Context: an optimization exercise on an open-source flow, tuned for small area, a short achievable clock period and few clock cycles. The choices shown serve that exercise and are no tape-out recipe. In this exercise RTL edits were held to simulation tests only and were not proved equivalent to the original.

## tx_duration
module tx_duration #(
	parameter int INV_W = 16
) (
	input  wire logic                 clk,
	input  wire logic                 arst_n,
	input  wire logic                 start,
	input  dur_pkg::dur_kind_t            dur_kind,
	input  dur_pkg::rate_code_t           data_rate,
	input  dur_pkg::resp_len_t            resp_len,
	input  dur_pkg::frame_len_t           next_len,
	input  wire logic                 long_pre,
	input  wire logic [dur_pkg::NUM_RATES-1:0] basic_rate_set,
	input  dur_pkg::dur_t                 sifs,
	output logic                      tab_en,
	output dur_pkg::rate_idx_t                 tab_addr,
	input  wire logic [INV_W-1:0]     tab_data,
	output logic                      dur_valid,
	output dur_pkg::dur_t                      dur,
	output dur_pkg::rate_idx_t                 resp_rate
);
	dur_pkg::rate_idx_t data_idx;
	dur_pkg::rate_idx_t resp_idx;
	logic s_rd;    
	logic s_d1;    
	logic s_d2;    
	logic idle;
	logic has_resp, has_next, both, go;
	logic is_ofdm;
	logic nxt_resp, nxt_dbl;
	dur_pkg::frame_len_t nxt_len;
	logic [15:0] nbits;
	logic [18:3] nb_q;
	logic [1:0] shamt;
	logic [15:0] lomask;
	logic [23:0] kadd, acc;
	dur_pkg::dur_t cst, part, pre, sum;
	assign data_idx = dur_pkg::rate_code_to_index(data_rate);
	basic_rate_sel sel0 (
		.data_idx(data_idx), .basic_rate_set(basic_rate_set), .resp_idx(resp_idx)
	);
	assign has_resp = |resp_len;
	assign has_next = |next_len;
	assign both     = has_resp & has_next;
	assign idle     = ~(s_rd | s_d1 | s_d2);
	assign go       = idle & start & (dur_kind == dur_pkg::dur_single) & (has_resp | has_next);
	assign is_ofdm  = ~data_rate[3];
	always_ff @(posedge clk or negedge arst_n) begin
		if (!arst_n) begin
			s_rd      <= 1'b0;
			s_d1      <= 1'b0;
			s_d2      <= 1'b0;
			tab_en    <= 1'b0;
			dur_valid <= 1'b0;
		end else begin
			s_rd      <= go;
			s_d1      <= s_rd;
			s_d2      <= s_d1 & both;
			tab_en    <= go | (s_rd & both);
			dur_valid <= (idle & start & ~go) | (s_d1 & ~both) | s_d2;
		end
	end
	assign nxt_resp = s_d1 | ~has_next;    
	assign nxt_dbl  = s_d1;
	assign nxt_len  = nxt_resp ? dur_pkg::frame_len_t'(resp_len) : next_len;
	assign nbits    = {1'b0, nxt_len, 3'b000} + (is_ofdm ? 16'd22 : 16'd0);
  ...
Size: roughly 0.0092 sq mm of cells after synthesis.
==> module tx_duration, before the edit <==
module tx_duration #(
	parameter int INV_W = 16
) (
	input  wire logic                 clk,
	input  wire logic                 arst_n,
	input  wire logic                 start,
	input  dur_pkg::dur_kind_t            dur_kind,
	input  dur_pkg::rate_code_t           data_rate,
	input  dur_pkg::resp_len_t            resp_len,
	input  dur_pkg::frame_len_t           next_len,
	input  wire logic                 long_pre,
	input  wire logic [dur_pkg::NUM_RATES-1:0] basic_rate_set,
	input  dur_pkg::dur_t                 sifs,
	output logic                      tab_en,
	output dur_pkg::rate_idx_t                 tab_addr,
	input  wire logic [INV_W-1:0]     tab_data,
	output logic                      dur_valid,
	output dur_pkg::dur_t                      dur,
	output dur_pkg::rate_idx_t                 resp_rate
);
	dur_pkg::rate_idx_t data_idx;
	dur_pkg::rate_idx_t resp_idx;
	logic s_rd;    
	logic s_d1;    
	logic s_d2;    
	logic idle;
	logic has_resp, has_next, both, go;
	logic is_ofdm;
	logic nxt_resp, nxt_dbl;
	dur_pkg::frame_len_t nxt_len;
	logic [15:0] nbits;
	logic [18:3] nb_q;
	logic [1:0] shamt;
	logic [15:0] lomask;
	logic [23:0] kadd, acc;
	dur_pkg::dur_t cst, part, pre, sum;
	assign data_idx = dur_pkg::rate_code_to_index(data_rate);
	basic_rate_sel sel0 (
		.data_idx(data_idx), .basic_rate_set(basic_rate_set), .resp_idx(resp_idx)
	);
	assign has_resp = |resp_len;
	assign has_next = |next_len;
	assign both     = has_resp & has_next;
	assign idle     = ~(s_rd | s_d1 | s_d2);
	assign go       = idle & start & (dur_kind == dur_pkg::dur_single) & (has_resp | has_next);
	assign is_ofdm  = ~data_rate[3];
	always_ff @(posedge clk or negedge arst_n) begin
		if (!arst_n) begin
			s_rd      <= 1'b0;
			s_d1      <= 1'b0;
			s_d2      <= 1'b0;
			tab_en    <= 1'b0;
			dur_valid <= 1'b0;
		end else begin
			s_rd      <= go;
			s_d1      <= s_rd;
			s_d2      <= s_d1 & both;
			tab_en    <= go | (s_rd & both);
			dur_valid <= (idle & start & ~go) | (s_d1 & ~both) | s_d2;
		end
	end
	assign nxt_resp = s_d1 | ~has_next;    
	assign nxt_dbl  = s_d1;
	assign nxt_len  = nxt_resp ? dur_pkg::frame_len_t'(resp_len) : next_len;
	assign nbits    = {1'b0, nxt_len, 3'b000} + (is_ofdm ? 16'd22 : 16'd0);
	assign cst      = is_ofdm ? 16'd26 : (long_pre ? 16'd192 : 16'd96);
	assign part     = cst + sifs;
	assign pre      = both ? part + {part[14:0], 1'b0} : part;
	always_ff @(posedge clk) begin
		nb_q <= 16'((19'(nbits) << {is_ofdm, nxt_dbl}) >> 3);
	end
	assign shamt  = {is_ofdm, s_d2};
	assign lomask = ~(16'hffff << shamt);
	assign kadd   = {dur & ~lomask, 8'h00} | (24'hff << shamt);
	frame_airtime air0 (
		.nb(nb_q), .w(tab_data), .k(kadd), .a(acc)
	);
	assign sum = (acc[23:8] & ~lomask) | (dur & lomask);
	always_ff @(posedge clk) begin
		if (idle)
			tab_addr <= (dur_kind == dur_pkg::dur_bcast) ? dur_pkg::rate_idx_t'(0) :
				(has_next ? data_idx : resp_idx);
		else
			tab_addr <= resp_idx;
		if (s_d1 | s_d2)
			dur <= sum;
		else if (s_rd)
			dur <= pre;
		else
			dur <= '0;
	end
	assign resp_rate = tab_addr;
endmodule
==> flow/config.mk <==
export PLATFORM = sky130hd
export DESIGN_NAME = tx_duration
export DESIGN_NICKNAME = tx_duration
export VERILOG_FILES = /design/flow/design.v
export SDC_FILE = /design/flow/constraint.sdc
export NUM_CORES = 4
export LEC_CHECK = 0
export CAP_MARGIN = 20
export CORE_MARGIN = 2
export CORE_UTILIZATION = 40
export SLEW_MARGIN = 20
==> flow/constraint.sdc <==
create_clock -name core_clock -period 9.0 [get_ports {clk}]
set_input_delay 1.8000 -clock core_clock [delete_from_list [all_inputs] [get_ports {clk}]]
set_output_delay 1.8000 -clock core_clock [all_outputs]
set_load 0.01 [all_outputs]
run.sh (not shown) runs the stock make flow with config.mk's settings and CLKGATE_MAP_FILE= SYNTH_SCRIPT=/design/flow/synth_recipe.tcl, a recipe that flattens the netlist after the stock synthesis.
Testbench counts at the start, summed over its fixed seeds: cycles 7,504.
Then changed:
--- a/flow/design.v
+++ b/flow/design.v
@@ -1290,76 +1290,80 @@
 	output dur_pkg::rate_idx_t                 resp_rate
 );
 	dur_pkg::rate_idx_t data_idx;
 	dur_pkg::rate_idx_t resp_idx;
 	logic s_rd;    
 	logic s_d1;    
-	logic s_d2;    
+	logic s_f2;    
+	logic ofdm_q;
 	logic idle;
 	logic has_resp, has_next, both, go;
 	logic is_ofdm;
-	logic nxt_resp, nxt_dbl;
 	dur_pkg::frame_len_t nxt_len;
 	logic [15:0] nbits;
 	logic [18:3] nb_q;
 	logic [1:0] shamt;
 	logic [15:0] lomask;
-	logic [23:0] kadd, acc;
-	dur_pkg::dur_t cst, part, pre, sum;
+	logic [23:0] kadd, prod;
+	dur_pkg::dur_t acc, cst, part, pre, sum;
 	assign data_idx = dur_pkg::rate_code_to_index(data_rate);
 	basic_rate_sel sel0 (
 		.data_idx(data_idx), .basic_rate_set(basic_rate_set), .resp_idx(resp_idx)
 	);
 	assign has_resp = |resp_len;
 	assign has_next = |next_len;
 	assign both     = has_resp & has_next;
-	assign idle     = ~(s_rd | s_d1 | s_d2);
+	assign idle     = ~(s_rd | s_d1);
 	assign go       = idle & start & (dur_kind == dur_pkg::dur_single) & (has_resp | has_next);
 	assign is_ofdm  = ~data_rate[3];
 	always_ff @(posedge clk or negedge arst_n) begin
 		if (!arst_n) begin
 			s_rd      <= 1'b0;
 			s_d1      <= 1'b0;
-			s_d2      <= 1'b0;
+			s_f2      <= 1'b0;
 			tab_en    <= 1'b0;
 			dur_valid <= 1'b0;
 		end else begin
 			s_rd      <= go;
-			s_d1      <= s_rd;
-			s_d2      <= s_d1 & both;
+			s_d1      <= s_rd & both;
+			s_f2      <= s_d1;
 			tab_en    <= go | (s_rd & both);
-			dur_valid <= (idle & start & ~go) | (s_d1 & ~both) | s_d2;
+			dur_valid <= (idle & start & ~go) | (s_rd & ~both) | s_d1;
 		end
 	end
-	assign nxt_resp = s_d1 | ~has_next;    
-	assign nxt_dbl  = s_d1;
-	assign nxt_len  = nxt_resp ? dur_pkg::frame_len_t'(resp_len) : next_len;
+	assign nxt_len  = s_d1 | ~has_next ? dur_pkg::frame_len_t'(resp_len) : next_len;
 	assign nbits    = {1'b0, nxt_len, 3'b000} + (is_ofdm ? 16'd22 : 16'd0);
 	assign cst      = is_ofdm ? 16'd26 : (long_pre ? 16'd192 : 16'd96);
 	assign part     = cst + sifs;
 	assign pre      = both ? part + {part[14:0], 1'b0} : part;
 	always_ff @(posedge clk) begin
-		nb_q <= 16'((19'(nbits) << {is_ofdm, nxt_dbl}) >> 3);
+		if (s_rd | s_d1)
+			nb_q <= 16'((19'(nbits) << {is_ofdm, s_d1}) >> 3);
+		else
+			nb_q <= '0;
+		if (s_d1)
+			acc <= sum;
+		else if (s_rd)
+			acc <= pre;
+		else
+			acc <= '0;
+		if (s_rd)
+			ofdm_q <= is_ofdm;
 	end
-	assign shamt  = {is_ofdm, s_d2};
+	assign shamt  = {ofdm_q, s_f2};
 	assign lomask = ~(16'hffff << shamt);
-	assign kadd   = {dur & ~lomask, 8'h00} | (24'hff << shamt);
+	assign kadd   = {acc & ~lomask, 8'h00} | (24'hff << shamt);
 	frame_airtime air0 (
-		.nb(nb_q), .w(tab_data), .k(kadd), .a(acc)
+		.nb(nb_q), .w(tab_data), .k(kadd), .a(prod)
 	);
-	assign sum = (acc[23:8] & ~lomask) | (dur & lomask);
+	assign sum = (prod[23:8] & ~lomask) | (acc & lomask);
+	assign dur = sum;
 	always_ff @(posedge clk) begin
 		if (idle)
 			tab_addr <= (dur_kind == dur_pkg::dur_bcast) ? dur_pkg::rate_idx_t'(0) :
 				(has_next ? data_idx : resp_idx);
 		else
 			tab_addr <= resp_idx;
-		if (s_d1 | s_d2)
-			dur <= sum;
-		else if (s_rd)
-			dur <= pre;
-		else
-			dur <= '0;
 	end
 	assign resp_rate = tab_addr;
 endmodule
 `default_nettype wire
Register-to-register slack improved by 50 ps. Die area rises by 0.84%. First-iteration DRC count is lower by 19%. Routed wire length is higher by about 1.3%. Global-route usage shrinks by 0.41 points. Flip-flop and latch count grows by 1.
Testbench counts after the change, summed over its fixed seeds: cycles 5,403.

-- what the ideal ports hide --
In the flow no input, the clock included, has a driving cell. The finished layouts below were timed again as built, in two steps.
Step 1: set_driving_cell puts a clkbuf_16 on clk and a buf_2 on each other input, an assumption about the parent block.
Step 2 adds t to the input delays and takes it off the output delays; t is the mean of the earliest and latest rising clock arrival at the registers after step 1. Input paths then give back, and output paths get back, about the clock's delay inside the block.
a / b / c = ideal / step 1 / step 2; a / b = the first two.
run	t, ns	slack for setup (ns)	worst data-port slew with drivers (ns)
the first run	0.333	1.557 / 1.577 / 1.244	0.05
the second run	0.328	0.161 / 0.136 / 0.136	0.05
After both steps every run listed still meets setup and hold. For the first run, which loses most, drivers alone change the setup slack by +0.020 ns; drivers and shift together by -0.313 ns.
